What follows belongs to an exercise in optimizing a design on an open flow for small area; a production flow would make more cautious choices.
The RTL was checked by simulation tests, not by an equivalence proof against the original design.

## job 5924
## arenaTop
module arenaTop
(
    input  logic        clk,
    input  logic        rstN,
    input  logic        load,
    input  logic [74:0] update,
    output logic [23:0] pixel,
    output logic        hSync,
    output logic        vSync
);
    function automatic logic signed [7:0] sineOf(input logic [3:0] idx);
        sineOf =
              (idx == 4'd0) ? 8'sd0 :
              (idx == 4'd1) ? 8'sd49 :
              (idx == 4'd2) ? 8'sd90 :
              (idx == 4'd3) ? 8'sd117 :
              (idx == 4'd4) ? 8'sd127 :
              (idx == 4'd5) ? 8'sd117 :
              (idx == 4'd6) ? 8'sd90 :
              (idx == 4'd7) ? 8'sd49 :
              (idx == 4'd8) ? 8'sd0 :
              (idx == 4'd9) ? -8'sd49 :
              (idx == 4'd10) ? -8'sd90 :
              (idx == 4'd11) ? -8'sd117 :
              (idx == 4'd12) ? -8'sd127 :
              (idx == 4'd13) ? -8'sd117 :
              (idx == 4'd14) ? -8'sd90 :
              -8'sd49;
    endfunction
  ...
Size: ~100 I/O pins, about 14000 um^2 of cells after synthesis.
export LEC_CHECK = 0
export ABC_AREA = 1
export CAP_MARGIN = 20
export CORE_MARGIN = 2
export CORE_UTILIZATION = 55
export CTS_BUF_LIST = sky130_fd_sc_hd__clkbuf_8
export CTS_CLUSTER_DIAMETER = 80
export CTS_CLUSTER_SIZE = 16
export SLEW_MARGIN = 20
create_clock -name core_clock -period 20.0 [get_ports {clk}]
standard.sh (not shown) runs the stock make flow with config.mk's settings and CLKGATE_MAP_FILE= SYNTH_SCRIPT=/design/flow/synth_recipe.tcl, a recipe that flattens the netlist after the stock synthesis.
==> flow/flow/run.sh <==
#!/bin/bash
# Own layout flow: the standard synthesis, then the logic between the
# flip-flops and adder cells mapped again by ABC for area (the registers and
# their cells stay as the standard synthesis made them), then the standard flow's
# standard layout from floorplan to finish. Each tool logs to its own file here.
set -euo pipefail

R=orfs/results/${FLOW_PLATFORM}/arenaTop/base
L=orfs/logs/${FLOW_PLATFORM}/arenaTop/base

# 1. standard synthesis
bash standard.sh synth > synth_standard.log 2>&1

# 2. area re-mapping of the combinational logic
cp "$R/1_2_yosys.v" 1_2_yosys_standard.v
LIB="$FLOW_HOME/platforms/$FLOW_PLATFORM/lib/sky130_fd_sc_hd__tt_025C_1v80.lib"
DONT_USE=$(grep -o -- "-dont_use [^ ]*" "$L/1_2_yosys.log" | sort -u | tr '\n' ' ')
sed -e "s|@LIB@|$LIB|g" -e "s|@DONT_USE@|$DONT_USE|g" -e "s|@TOP@|$FLOW_TOP|g" \
    -e "s|@IN@|1_2_yosys_standard.v|g" -e "s|@OUT@|1_2_yosys_area.v|g" \
    flow/reopt.ys > reopt.ys
yosys -s reopt.ys > reopt.log 2>&1
cp 1_2_yosys_area.v "$R/1_2_yosys.v"

# 3. standard layout from the re-mapped netlist (make redoes 1_synth from it)
bash standard.sh finish > layout.log 2>&1
==> flow/flow/reopt.ys <==
# Re-map the standard synthesis's combinational logic for area.
# Flip-flops, adder cells and tie cells are kept as they are; every other
# cell is flattened into its logic function and mapped again by ABC.
read_liberty -ignore_miss_func @LIB@
read_verilog @IN@
hierarchy -top @TOP@
setattr -mod -set keep_hierarchy 1 sky130_fd_sc_hd__*df* sky130_fd_sc_hd__*dl* sky130_fd_sc_hd__fa_* sky130_fd_sc_hd__ha_* sky130_fd_sc_hd__conb_*
flatten
techmap
opt -fast
select -module @TOP@
abc -liberty @LIB@ @DONT_USE@ -script "+strash; &get -n; &deepsyn -T 60; &dch; &nf -a -R 1000; &put; topo"
select -clear
blackbox =sky130_fd_sc_hd__*
splitnets
opt_clean -purge
hilomap -singleton -hicell sky130_fd_sc_hd__conb_1 HI -locell sky130_fd_sc_hd__conb_1 LO
insbuf -buf sky130_fd_sc_hd__buf_4 A X
rename -enumerate -pattern ar_%_
check -mapped
stat -liberty @LIB@
write_verilog -noattr -nohex -nodec @OUT@
Job 5924 went all the way through the flow, and no timing, DRC or antenna check failed.
diff inputs: job 5924 => job 5411
Settings: CORE_UTILIZATION: 55 -> 40.
==> comparison <==
Delta (job 5411 minus job 5924): non-clock buffer count went down by 3, ratio of final minimum period to clock period went up by 4.0 points, final critical path time including I/O delays and setup went up by 0.80 ns. Delta (job 5411 minus job 5924): area added between synthesis and finish moved up; sequential share of layout area moved down; routed via count divided by cell count moved down; met2 usage moved down; setup slack of the critical path after layout moved down.
diff inputs: job 5411 => job 4353
Settings: a change of CTS_CLUSTER_SIZE from 16 to 12; a change of CTS_CLUSTER_DIAMETER from 80 to 60.
==> flow/run.sh (new file) <==
#!/bin/bash
# synth_recipe.tcl (not shown) runs the flow's synth.tcl, then flattens the netlist and writes it again
# the make line also repeats each setting of config.mk as NAME=value (left out here)
make -C /OpenROAD-flow-scripts/flow DESIGN_CONFIG=/design/flow/config.mk WORK_HOME=/design/flow/orfs CLKGATE_MAP_FILE= SYNTH_SCRIPT=/design/flow/synth_recipe.tcl finish
removed: flow/flow/run.sh
removed: flow/flow/reopt.ys
removed: flow/standard.sh
--- outcome ---
- Job 4353 finished all stages; the layout is clean.
- Via count: job 4353 > job 5411
- Relative to job 5411, the number of rows created at floorplan measured on job 4353 has increased by a few percent.
- Relative area change from synthesis to final layout down 0.88 points in job 4353 wrt job 5411
The inputs of job 2004 differ from those of job 4353 as listed below.
==> flow/flow/run.sh (new file) <==
#!/bin/bash
# Own layout flow: the standard synthesis, then the logic between the
# flip-flops and adder cells mapped again by ABC for area (the registers and
# their cells stay as the standard synthesis made them), then the standard flow's
# standard layout from floorplan to finish. Each tool logs to its own file here.
set -euo pipefail

R=orfs/results/${FLOW_PLATFORM}/arenaTop/base
L=orfs/logs/${FLOW_PLATFORM}/arenaTop/base

# 1. standard synthesis
bash standard.sh synth > synth_standard.log 2>&1

# 2. area re-mapping of the combinational logic
cp "$R/1_2_yosys.v" 1_2_yosys_standard.v
LIB="$FLOW_HOME/platforms/$FLOW_PLATFORM/lib/sky130_fd_sc_hd__tt_025C_1v80.lib"
DONT_USE=$(grep -o -- "-dont_use [^ ]*" "$L/1_2_yosys.log" | sort -u | tr '\n' ' ')
sed -e "s|@LIB@|$LIB|g" -e "s|@DONT_USE@|$DONT_USE|g" -e "s|@TOP@|$FLOW_TOP|g" \
    -e "s|@IN@|1_2_yosys_standard.v|g" -e "s|@OUT@|1_2_yosys_area.v|g" \
    flow/reopt.ys > reopt.ys
yosys -s reopt.ys > reopt.log 2>&1
cp 1_2_yosys_area.v "$R/1_2_yosys.v"

# 3. standard layout from the re-mapped netlist (make redoes 1_synth from it)
bash standard.sh finish > layout.log 2>&1
==> flow/flow/reopt.ys (new file) <==
# Re-map the standard synthesis's combinational logic for area.
# Flip-flops, adder cells and tie cells are kept as they are; every other
# cell is flattened into its logic function and mapped again by ABC.
read_liberty -ignore_miss_func @LIB@
read_verilog @IN@
hierarchy -top @TOP@
setattr -mod -set keep_hierarchy 1 sky130_fd_sc_hd__*df* sky130_fd_sc_hd__*dl* sky130_fd_sc_hd__fa_* sky130_fd_sc_hd__ha_* sky130_fd_sc_hd__conb_*
flatten
techmap
opt -fast
select -module @TOP@
abc -liberty @LIB@ @DONT_USE@ -script "+strash; &get -n; &deepsyn -T 60; &dch; &nf -a -R 1000; &put; topo"
select -clear
blackbox =sky130_fd_sc_hd__*
splitnets
opt_clean -purge
hilomap -singleton -hicell sky130_fd_sc_hd__conb_1 HI -locell sky130_fd_sc_hd__conb_1 LO
insbuf -buf sky130_fd_sc_hd__buf_4 A X
rename -enumerate -pattern ar_%_
check -mapped
stat -liberty @LIB@
write_verilog -noattr -nohex -nodec @OUT@
==> flow/standard.sh (new file) <==
#!/bin/bash
# synth_recipe.tcl (not shown) runs the flow's synth.tcl, then flattens the netlist and writes it again
# the make line also repeats each setting of config.mk as NAME=value (left out here)
make -C /OpenROAD-flow-scripts/flow DESIGN_CONFIG=/design/flow/config.mk WORK_HOME=/design/flow/orfs CLKGATE_MAP_FILE= SYNTH_SCRIPT=/design/flow/synth_recipe.tcl "${@:-finish}"
removed: flow/run.sh
==> comparison <==
Job 2004 finished every stage and its layout cleared the timing, design-rule and antenna checks.
Relative to job 4353, the final cell area reported for job 2004 is lower.

-- afterwards: timing with drivers on the ports --
How much do the figures lean on ideal ports? The routed layouts below were timed once more, with nothing changed but the port constraints. Step 1: set_driving_cell puts a clkbuf_16 on clk and a buf_2 on each other input, an assumption about the parent block. Step 2 moves the port delays by t, midway between the first and last clock arrival at a register: inputs arrive t later, outputs are due t later. That takes back most of the time a late clock gives input paths. a / b / c = no drivers / after step 1 / after step 2; a / b = the first two.
| run | t, ns | setup WS [ns] | worst register clock-pin slew, ns |
|---|---|---|---|
| job 5924 | 0.581 | 4.328 / 4.322 / 3.742 | 0.12 / 0.12 |
| job 5411 | 0.599 | 3.527 / 3.549 / 2.949 | 0.11 / 0.11 |
| job 4353 | 0.655 | 5.305 / 5.328 / 4.672 | 0.09 / 0.09 |
| job 2004 | 0.621 | 3.522 / 3.541 / 2.920 | 0.09 / 0.09 |
After both steps setup and hold are still met in every run listed. The setup slack of job 4353, which loses most, moves by +0.023 ns with the drivers and by -0.633 ns with both steps.
